Source: an optimization exercise on an open RTL-to-GDS flow (aim: small area). Production flows keep margins and buffers that such runs may drop. The RTL was checked by simulation tests, not by an equivalence proof against the original design. No driver is modelled on the clock port, so clocking that relies on it looks cheaper here than on a real chip. No activity file was given, so power comes from the tool's default toggle rates.

==> module conv_acc, before the edit <==
module conv_acc
(
    input  logic        clk,
    input  logic        arst_n,
    input  logic        wb_cyc,
    input  logic        wb_stb,
    input  logic        wb_we,
    input  logic [1:0]  wb_adr,
    input  logic [31:0] wb_dat_i,
    output logic        wb_ack,
    output logic [31:0] wb_dat_o
);
    logic        ack;
    logic        access;
    logic        wr_operand;
    logic        rd_result;
    logic        wr_clear;
    logic        push;
    logic        pop;
    logic        res_pop;
    logic        op_full;
    logic        op_empty_bus;
    logic        op_empty_pe;
    logic        res_empty;
    logic [3:0]  bus_lvl;
    logic [3:0]  credit;
    logic [1:0]  push_d;
    logic [4:0]  pop_d;
    logic [1:0]  rpop_d;
    logic [1:0]  pop_2;
    logic        push_2;
    logic        rpop_2;
    logic [2:0]  pe_lag;
    logic [2:0]  res_lag;
    logic        overflow;
    logic        underflow;
    logic        stat_q;
    logic        hit_q;
    logic [3:0]  count;
    logic [15:0] mem [16];
    logic [15:0] sel;
    logic [15:0] rdata;
    logic [15:0] result;
    assign access     = wb_cyc && wb_stb && !ack;
    assign wr_operand = access && wb_we && (wb_adr == 2'd0);
    assign rd_result  = access && !wb_we && (wb_adr == 2'd1);
    assign wr_clear   = access && wb_we && (wb_adr == 2'd3);
    assign pop_2   = {1'b0, pop_d[0]} + {1'b0, pop_d[1]};
    assign push_2  = push_d[0] | push_d[1];
    assign rpop_2  = rpop_d[0] | rpop_d[1];
    assign pe_lag  = {1'b0, pop_2} + {2'd0, push_2};
    assign res_lag = {1'b0, pop_2} + {2'd0, pop_d[2]} + {2'd0, pop_d[3]}
                   + {2'd0, pop_d[4]} + {2'd0, rpop_2};
    assign op_full      = bus_lvl[3];
    assign op_empty_bus = (bus_lvl == 4'd0);
    assign op_empty_pe  = (bus_lvl == {1'b0, pe_lag});
    assign res_empty    = (credit == {1'b0, res_lag});
    assign push    = wr_operand && !op_full;
    assign pop     = !op_empty_pe && !credit[3];
    assign res_pop = rd_result && !res_empty;
    assign hit_q   = rpop_d[0];
    assign count   = bus_lvl + credit - {2'd0, pop_2};
    always_ff @(posedge clk or negedge arst_n) begin
        if (!arst_n) begin
            ack     <= 1'b0;
            push_d  <= '0;
            pop_d   <= '0;
            rpop_d  <= '0;
            bus_lvl <= '0;
            credit  <= '0;
        end else begin
            ack     <= access;
            push_d  <= {push_d[0], push};
            pop_d   <= {pop_d[3:0], pop};
            rpop_d  <= {rpop_d[0], res_pop};
            bus_lvl <= bus_lvl + {3'd0, push} - {3'd0, pop_d[1]};
            credit  <= credit + {3'd0, pop} - {3'd0, rpop_d[1]};
        end
    end
    always_ff @(posedge clk) begin
        stat_q <= access && !wb_we && (wb_adr == 2'd2);
    end
    always_ff @(posedge clk or negedge arst_n) begin
        if (!arst_n) begin
            overflow  <= 1'b0;
            underflow <= 1'b0;
        end else if (wr_clear) begin
            overflow  <= 1'b0;
            underflow <= 1'b0;
        end else begin
            if (wr_operand && op_full) begin
                overflow <= 1'b1;
            end
            if (rd_result && res_empty) begin
                underflow <= 1'b1;
            end
        end
    end
    conv_mac u_mac (
        .a      (wb_dat_i[7:0]),
        .b      (wb_dat_i[15:8]),
        .p      (wb_dat_i[31:16]),
        .result (result)
    );
    always_ff @(posedge clk) begin
        if (push) begin
            mem[0] <= result;
            for (int i = 1; i < 16; i++) begin
                mem[i] <= mem[i - 1];
            end
        end
    end
    always_comb begin
        for (int i = 0; i < 16; i++) begin
            sel[i] = hit_q && (count == 4'(i + 1));
        end
    end
    always_comb begin
        rdata = '0;
        for (int i = 0; i < 16; i++) begin
            rdata = rdata | (mem[i] & {16{sel[i]}});
        end
    end
    assign wb_ack = ack;
    always_comb begin
        wb_dat_o       = '0;
        wb_dat_o[15:0] = rdata;
        wb_dat_o[3:0]  = rdata[3:0]
                       | ({4{stat_q}} & {!res_empty, op_empty_bus, underflow, overflow});
    end
endmodule
Settings: LEC_CHECK=0, CAP_MARGIN=20, CORE_MARGIN=2, CORE_UTILIZATION=70, SLEW_MARGIN=20; clock period 7.0 ns.
standard.sh (not shown) runs the stock make flow with config.mk's settings and CLKGATE_MAP_FILE= SYNTH_SCRIPT=/design/flow/synth_recipe.tcl, a recipe that flattens the netlist after the stock synthesis.
==> flow/flow/run.sh <==
#!/bin/bash
# The standard layout (standard.sh) with these changes:
#  - synthesis maps adders without the Kogge-Stone carry map and skips the
#    early ABC pass inside yosys synth, so the explicit adder tree is
#    extracted into full/half adder cells as written;
#  - the final ABC mapping uses an area-oriented script (flow/area.abc);
#  - ports are buffered with the smallest buffer instead of a delay buffer;
#  - clock tree: small clock buffers, small sink clusters, no dummy loads;
#  - the constant-zero outputs share one tie cell (from synthesis) instead of one each;
#  - no setup repair at floorplan (ideal clocks there), later stages still repair.
# make's full output is in flow.log, each step's in orfs/logs.
set -uo pipefail
here=$PWD
export SYNTH_OPERATIONS_ARGS="-noabc"
export BUFFER_PORTS_ARGS="-buffer_cell sky130_fd_sc_hd__buf_1"
export FLOW_SYNTH_TCL=$here/synth_recipe.tcl
export MY_ABC_SCRIPT=$here/flow/area.abc
export SKIP_REPAIR_TIE_FANOUT=1
export REMOVE_ABC_BUFFERS=1
export CTS_ARGS="-sink_clustering_enable -repair_clock_nets -dont_use_dummy_load -buf_list sky130_fd_sc_hd__clkbuf_4 -sink_clustering_size 10 -sink_clustering_max_diameter 35"
sed "s#SYNTH_SCRIPT=[^ ]*#SYNTH_SCRIPT=$here/flow/my_synth.tcl#" standard.sh > my_standard.sh
bash my_standard.sh > flow.log 2>&1
==> flow/flow/area.abc <==
&get -n
&st
&dch
&nf -R 1000
&put
==> flow/flow/my_synth.tcl <==
# Wraps the standard flow's synthesis script; only the final ABC mapping script changes
# (area-oriented &dch/&nf mapping of the combinational logic). Registers,
# their names and cell types are left exactly as the standard synthesis.
proc abc {args} {
  set i [lsearch -exact $args -script]
  if {$i >= 0} { lset args [expr {$i + 1}] $::env(MY_ABC_SCRIPT) }
  yosys abc {*}$args
}
source $::env(FLOW_SYNTH_TCL)
Rerun with:
--- a/flow/design.v
+++ b/flow/design.v
@@ -373,12 +373,8 @@
         for (int i = 0; i < 16; i++) begin
             rdata = rdata | (mem[i] & {16{sel[i]}});
         end
     end
-    assign wb_ack = ack;
-    always_comb begin
-        wb_dat_o       = '0;
-        wb_dat_o[15:0] = rdata;
-        wb_dat_o[3:0]  = rdata[3:0]
-                       | ({4{stat_q}} & {!res_empty, op_empty_bus, underflow, overflow});
-    end
+    assign wb_ack   = ack;
+    assign wb_dat_o = {16'd0, rdata[15:4],
+                       rdata[3:0] | ({4{stat_q}} & {!res_empty, op_empty_bus, underflow, overflow})};
 endmodule
Effect: Global-route usage grows by 0.65 points. Non-clock buffer count grows by 1. Power grows by 2.1%. Setup slack loses 0.051 ns. Critical path depth does not change. Sequential cell count is unchanged. Worst hold slack loses 0.0090 ns. Combinational power grows by about 4%.

[static timing again, ports no longer ideal]
The results above use ideal ports. As a check the final layouts listed here were re-extracted and re-timed, cells and wires unchanged.
Step 1 assumes that a clkbuf_16 drives the clock port and a buf_2 every other input.
Step 2 times the ports against the registers' clock, not the clock port: input delays grow and output delays shrink by t, the midpoint of the rising clock arrivals with the driver on.
a / b / c = ideal ports / drivers / drivers and shift; a / b = the first two.
run | t (ns) | slack for setup (ns) | hold WS [ns] | latest minus earliest clock arrival (ns) | slew at the worst register clock pin (ns)
the first run | 0.617 | 0.239 / 0.250 / -0.367 | 0.394 / 0.394 / 0.394 | 0.087 / 0.087 | 0.11 / 0.11
the second run | 0.617 | 0.188 / 0.200 / -0.417 | 0.385 / 0.385 / 0.385 | 0.104 / 0.104 | 0.10 / 0.10
With both steps, setup timing fails in the first run and the second run, where it was met with ideal ports. For the first run, which loses most, drivers alone change the setup slack by +0.011 ns; drivers and shift together by -0.606 ns.
